Background: an optimization exercise with open tools, aiming at small area. Do not read the settings as production practice.
The RTL was checked by simulation tests, not by an equivalence proof against the original design.
The flow treats the clock pin as an ideal source, which a real chip does not have.

==> inputs of job 8742 <==
==> flow/design.v <==
package s_mem_pkg;
    localparam int unsigned DEFAULT_ADDR_W = 8;
    localparam int unsigned DEFAULT_DATA_W = 8;
    localparam int unsigned MAX_RD_LATENCY = 3;
    typedef enum logic {
        StInit  = 1'b0,
        StReady = 1'b1
    } s_mem_state_e;
endpackage
module s_mem_rd_pipe #(
    parameter int unsigned DEPTH  = 2,
    parameter int unsigned DATA_W = 8
) (
    input  logic              clk,
    input  logic [DATA_W-1:0] din,
    output logic [DATA_W-1:0] dout
);
    logic [DATA_W-1:0] stage_q [DEPTH];
    always_ff @(posedge clk) begin
        stage_q[0] <= din;
        for (int i = 1; i < DEPTH; i++) begin
            stage_q[i] <= stage_q[i-1];
        end
    end
    assign dout = stage_q[DEPTH-1];
endmodule
module s_mem_word_dec (
    input  logic hi,
    input  logic hi_n,
    input  logic lo,
    input  logic lo_we,
    input  logic lo_we_n,
    output logic sel_n,
    output logic we,
    output logic we_n
);
    assign sel_n = !(hi && lo);
    assign we    = !(hi_n || lo_we_n);
    assign we_n  = !(hi && lo_we);
endmodule
module s_mem_bit_next (
    input  logic q,
    input  logic we,
    input  logic we_n,
    input  logic wdata,
    output logic d
);
    assign d = (q && we_n) || (wdata && we);
endmodule
module s_mem_rd_pair (
    input  logic q0,
    input  logic sel0_n,
    input  logic q1,
    input  logic sel1_n,
    output logic hit0
);
    assign hit0 = !((q0 || sel0_n) && (q1 || sel1_n));
endmodule
module s_memory_responder #(
    parameter int unsigned ADDR_W     = s_mem_pkg::DEFAULT_ADDR_W,
    parameter int unsigned DATA_W     = s_mem_pkg::DEFAULT_DATA_W,
    parameter int unsigned RD_LATENCY = 2
) (
    input  logic              clk,
    input  logic              reset,
    input  logic [ADDR_W-1:0] addr_mem,
    input  logic              wr_enable,
    input  logic [DATA_W-1:0] wr_mem,
    output logic [DATA_W-1:0] rd_mem,
    input  logic              init_start,
    output logic              ready,
    output logic              access_err
);
    localparam int unsigned DEPTH = 1 << ADDR_W;
    localparam int unsigned PIPE_DEPTH =
        (RD_LATENCY < 2) ? 2 :
        (RD_LATENCY > s_mem_pkg::MAX_RD_LATENCY) ? s_mem_pkg::MAX_RD_LATENCY : RD_LATENCY;
    localparam int unsigned LO_W = ADDR_W / 2;
    localparam int unsigned HI_W = ADDR_W - LO_W;
    localparam int unsigned LO_N = 1 << LO_W;
    localparam int unsigned HI_N = 1 << HI_W;
    localparam logic [ADDR_W-1:0] LAST_ADDR = {ADDR_W{1'b1}};
    logic              ready_q;
    logic [ADDR_W-1:0] cnt_q;
    logic              access_err_q;
    always_ff @(posedge clk) begin
        if (reset) begin
            ready_q      <= 1'b0;
            cnt_q        <= '0;
            access_err_q <= 1'b0;
        end else begin
            access_err_q <= !ready_q && wr_enable;
            if (!ready_q) begin
                cnt_q <= cnt_q + 1'b1;
                if (cnt_q == LAST_ADDR) ready_q <= 1'b1;
            end else if (init_start) begin
                ready_q <= 1'b0;
            end
        end
    end
    logic [ADDR_W-1:0] acc_addr_d;
    logic [LO_N-1:0]   lo_sel;
    logic [HI_N-1:0]   hi_sel;
    logic [DATA_W-1:0] acc_wdata;
    logic              acc_we;
    assign acc_addr_d = ready_q ? addr_mem : cnt_q;
    always_ff @(posedge clk) begin
        for (int i = 0; i < LO_N; i++) begin
            lo_sel[i] <= (acc_addr_d[LO_W-1:0] == LO_W'(i));
        end
        for (int j = 0; j < HI_N; j++) begin
            hi_sel[j] <= (acc_addr_d[ADDR_W-1:LO_W] == HI_W'(j));
        end
        acc_wdata <= ready_q ? wr_mem : DATA_W'(cnt_q);
        acc_we    <= !reset && (wr_enable || !ready_q);
    end
    logic [LO_N-1:0] lo_we, lo_we_n;
    logic [HI_N-1:0] hi_sel_n;
    always_comb begin
        for (int i = 0; i < LO_N; i++) begin
            lo_we[i]   = lo_sel[i] && acc_we;
            lo_we_n[i] = !lo_we[i];
        end
        for (int j = 0; j < HI_N; j++) begin
            hi_sel_n[j] = !hi_sel[j];
        end
    end
    logic [DATA_W-1:0] mem_q  [DEPTH];
    logic [DATA_W-1:0] mem_d  [DEPTH];
    logic [DEPTH-1:0]  sel_n, we, we_n;
    for (genvar w = 0; w < DEPTH; w++) begin : g_word
        s_mem_word_dec u_dec (
            .hi      (hi_sel[w / LO_N]),
            .hi_n    (hi_sel_n[w / LO_N]),
            .lo      (lo_sel[w % LO_N]),
            .lo_we   (lo_we[w % LO_N]),
            .lo_we_n (lo_we_n[w % LO_N]),
            .sel_n   (sel_n[w]),
            .we      (we[w]),
            .we_n    (we_n[w])
        );
        for (genvar b = 0; b < DATA_W; b++) begin : g_bit
            s_mem_bit_next u_next (
                .q     (mem_q[w][b]),
                .we    (we[w]),
                .we_n  (we_n[w]),
                .wdata (acc_wdata[b]),
                .d     (mem_d[w][b])
            );
        end
        always_ff @(posedge clk) begin
            mem_q[w] <= mem_d[w];
        end
    end
    logic [DATA_W-1:0] pair_hit0 [DEPTH/2];
    logic [DATA_W-1:0] rd_hit0;
    logic [DATA_W-1:0] rd_data;
    for (genvar p = 0; p < DEPTH / 2; p++) begin : g_pair
        for (genvar b = 0; b < DATA_W; b++) begin : g_bit
            s_mem_rd_pair u_pair (
                .q0     (mem_q[2*p][b]),
                .sel0_n (sel_n[2*p]),
                .q1     (mem_q[2*p+1][b]),
                .sel1_n (sel_n[2*p+1]),
                .hit0   (pair_hit0[p][b])
            );
        end
    end
    always_comb begin
        rd_hit0 = '0;
        for (int p = 0; p < DEPTH / 2; p++) begin
            rd_hit0 = rd_hit0 | pair_hit0[p];
        end
        rd_data = ~rd_hit0;
    end
    s_mem_rd_pipe #(
        .DEPTH  (PIPE_DEPTH - 1),
        .DATA_W (DATA_W)
    ) u_rd_pipe (
        .clk   (clk),
        .din   (rd_data),
        .dout  (rd_mem)
    );
    assign ready      = ready_q;
    assign access_err = access_err_q;
endmodule
==> flow/flow/run.sh <==
#!/bin/bash
# Layout: the standard flow (standard.sh), with two changes after the
# standard synthesis:
#  - clock tree synthesis runs without dummy loads (-dont_use_dummy_load),
#    with the same clustering and buffer list as config.mk;
#  - the resizer may not use the largest buffers (buf_12, buf_16), so it
#    builds the high-fanout data and decode nets from smaller ones.
# Each make run's full output goes to its own log in this folder; ORFS's
# per-step logs are under orfs/logs/.
set -euo pipefail

bash standard.sh synth > synth.log 2>&1

export CTS_ARGS="-sink_clustering_enable -repair_clock_nets -sink_clustering_size 16 -sink_clustering_max_diameter 60 -buf_list {sky130_fd_sc_hd__clkbuf_4 sky130_fd_sc_hd__clkbuf_8} -dont_use_dummy_load"
export DONT_USE_CELLS="sky130_fd_sc_hd__buf_12 sky130_fd_sc_hd__buf_16"
bash standard.sh > layout.log 2>&1
==> flow/standard.sh <==
#!/bin/bash
# synth_recipe.tcl (not shown) runs the flow's synth.tcl, then flattens the netlist and writes it again
# the make line also repeats each setting of config.mk as NAME=value (left out here)
make -C /OpenROAD-flow-scripts/flow DESIGN_CONFIG=/design/flow/config.mk WORK_HOME=/design/flow/orfs CLKGATE_MAP_FILE= SYNTH_SCRIPT=/design/flow/synth_recipe.tcl "${@:-finish}"
==> flow/config.mk <==
export PLATFORM = sky130hd
export DESIGN_NAME = s_memory_responder
export DESIGN_NICKNAME = s_memory_responder
export VERILOG_FILES = /design/flow/design.v
export SDC_FILE = /design/flow/constraint.sdc
export NUM_CORES = 4
export LEC_CHECK = 0
export CAP_MARGIN = 20
export CORE_MARGIN = 2
export CORE_UTILIZATION = 50
export CTS_BUF_LIST = sky130_fd_sc_hd__clkbuf_4 sky130_fd_sc_hd__clkbuf_8
export CTS_CLUSTER_DIAMETER = 60
export CTS_CLUSTER_SIZE = 16
export GPL_TIMING_DRIVEN = 0
export SETUP_SLACK_MARGIN = 0.1
export SLEW_MARGIN = 20
export SYNTH_HIERARCHICAL = 1
==> flow/constraint.sdc <==
create_clock -name core_clock -period 4.5 [get_ports {clk}]
set_input_delay 0.9000 -clock core_clock [delete_from_list [all_inputs] [get_ports {clk}]]
set_output_delay 0.9000 -clock core_clock [all_outputs]
set_load 0.01 [all_outputs]
==> job 7233 (differences from job 8742) <==
==> flow/flow/run.sh (replaced) <==
#!/bin/bash
# Layout: the standard flow (standard.sh), with three changes after the
# standard synthesis:
#  - clock tree synthesis runs without dummy loads (-dont_use_dummy_load),
#    with the same clustering and buffer list as config.mk;
#  - the resizer may not use the largest buffers (buf_12, buf_16) in global
#    placement, resizing, CTS and global routing (dont_use_big_buf.tcl, run
#    through ORFS's PRE_*_TCL step hooks);
#  - every input and output port still gets its buffer, a buf_1 in place of
#    the default delay buffer.
# Each make run's full output goes to its own log in this folder; ORFS's
# per-step logs are under orfs/logs/.
set -euo pipefail

bash standard.sh synth > synth.log 2>&1

export CTS_ARGS="-sink_clustering_enable -repair_clock_nets -sink_clustering_size 18 -sink_clustering_max_diameter 60 -buf_list {sky130_fd_sc_hd__clkbuf_8} -dont_use_dummy_load"
export BUFFER_PORTS_ARGS="-buffer_cell sky130_fd_sc_hd__buf_1"
hook="$PWD/flow/dont_use_big_buf.tcl"
export PRE_GLOBAL_PLACE_TCL="$hook"
export PRE_RESIZE_TCL="$hook"
export PRE_CTS_TCL="$hook"
export PRE_GLOBAL_ROUTE_TCL="$hook"
bash standard.sh > layout.log 2>&1
==> flow/flow/dont_use_big_buf.tcl (new file) <==
# Keep the resizer off the largest buffers; the high-fanout nets come out
# smaller when built from buf_1..buf_8.
set_dont_use {sky130_fd_sc_hd__buf_12 sky130_fd_sc_hd__buf_16}
- CORE_UTILIZATION: 50 -> 66
- CTS_BUF_LIST: sky130_fd_sc_hd__clkbuf_4 sky130_fd_sc_hd__clkbuf_8 -> sky130_fd_sc_hd__clkbuf_8
- CTS_CLUSTER_SIZE: 16 -> 18
==> job 7355 (differences from job 8742) <==
==> flow/flow/run.sh (replaced) <==
#!/bin/bash
# Layout: the standard flow (standard.sh), with three changes after the
# standard synthesis:
#  - clock tree synthesis runs without dummy loads (-dont_use_dummy_load),
#    with the same clustering and buffer list as config.mk;
#  - the resizer may not use the largest buffers (buf_12, buf_16) in global
#    placement, resizing, CTS and global routing (dont_use_big_buf.tcl, run
#    through ORFS's PRE_*_TCL step hooks);
#  - every input and output port still gets its buffer, a buf_1 in place of
#    the default delay buffer.
# Each make run's full output goes to its own log in this folder; ORFS's
# per-step logs are under orfs/logs/.
set -euo pipefail

bash standard.sh synth > synth.log 2>&1

export CTS_ARGS="-sink_clustering_enable -repair_clock_nets -sink_clustering_size 18 -sink_clustering_max_diameter 60 -buf_list {sky130_fd_sc_hd__clkbuf_8} -dont_use_dummy_load"
export BUFFER_PORTS_ARGS="-buffer_cell sky130_fd_sc_hd__buf_1"
hook="$PWD/flow/dont_use_big_buf.tcl"
export PRE_GLOBAL_PLACE_TCL="$hook"
export PRE_RESIZE_TCL="$hook"
export PRE_CTS_TCL="$hook"
export PRE_GLOBAL_ROUTE_TCL="$hook"
bash standard.sh > layout.log 2>&1
==> flow/flow/dont_use_big_buf.tcl (new file) <==
# Keep the resizer off the largest buffers; the high-fanout nets come out
# smaller when built from buf_1..buf_8.
set_dont_use {sky130_fd_sc_hd__buf_12 sky130_fd_sc_hd__buf_16}
- CORE_UTILIZATION: 50 -> 60
- CTS_BUF_LIST: sky130_fd_sc_hd__clkbuf_4 sky130_fd_sc_hd__clkbuf_8 -> sky130_fd_sc_hd__clkbuf_8
- CTS_CLUSTER_SIZE: 16 -> 18
==> flow_metrics.tcl <==
set metrics [dict create \
    stdcell_count 8652 \
    hp-start "mem_q[44][5]" \
    rr_endpoint "mem_q[38][2]" \
    htreeDepth 4 \
    multi_input_area_share 0.381 \
    cp-endpoint "mem_q[38][2]" \
    outcome "timing/DRC/antenna clean" \
]
# the run above: job 8742

==> flow_metrics.tcl <==
set metrics [dict create \
    rr_endpoint "mem_q[115][5]" \
    outcome "timing/DRC/antenna clean" \
    hp-start "reset" \
    stdcell_count 8329 \
    multi_input_area_share 0.388 \
    routabilityCongestion 0.940 \
    cp-endpoint "mem_q[115][5]" \
    muxShareOfSynthArea 0.000760 \
]
# the run above: job 7355

==> flow_metrics.tcl <==
set metrics [dict create \
    outcome "timing/DRC/antenna clean" \
    rr_endpoint "mem_q[118][6]" \
    stdcell_count 8147 \
    r2r_cells 7 \
    cp-endpoint "mem_q[118][6]" \
    hp-start "reset" \
    multi_input_area_share 0.389 \
]
# the run above: job 7233

## what the ideal ports hide
How much do the figures lean on ideal ports? The routed layouts below were timed once more, with nothing changed but the port constraints. Step 1 (the two cells are an assumption about what drives the block):
set clk [get_ports {clk}]
set_driving_cell -lib_cell sky130_fd_sc_hd__clkbuf_16 $clk
set_driving_cell -lib_cell sky130_fd_sc_hd__buf_2 [delete_from_list [all_inputs] $clk]
Step 2 times the ports against the registers' clock, not the clock port: input delays grow and output delays shrink by t, the midpoint of the rising clock arrivals with the driver on. a / b / c = ideal / step 1 / step 2; a / b = the first two.
run	t (ns)	setup slack, ns	worst setup path at the end	worst data-port slew with drivers (ns)
job 8742	0.981	0.266 / 0.266 / 0.266	register to register	0.04
job 7233	0.946	0.343 / 0.343 / 0.343	register to register	0.03
job 7355	0.992	0.237 / 0.237 / 0.237	register to register	0.04
After both steps setup and hold are still met in every run listed.
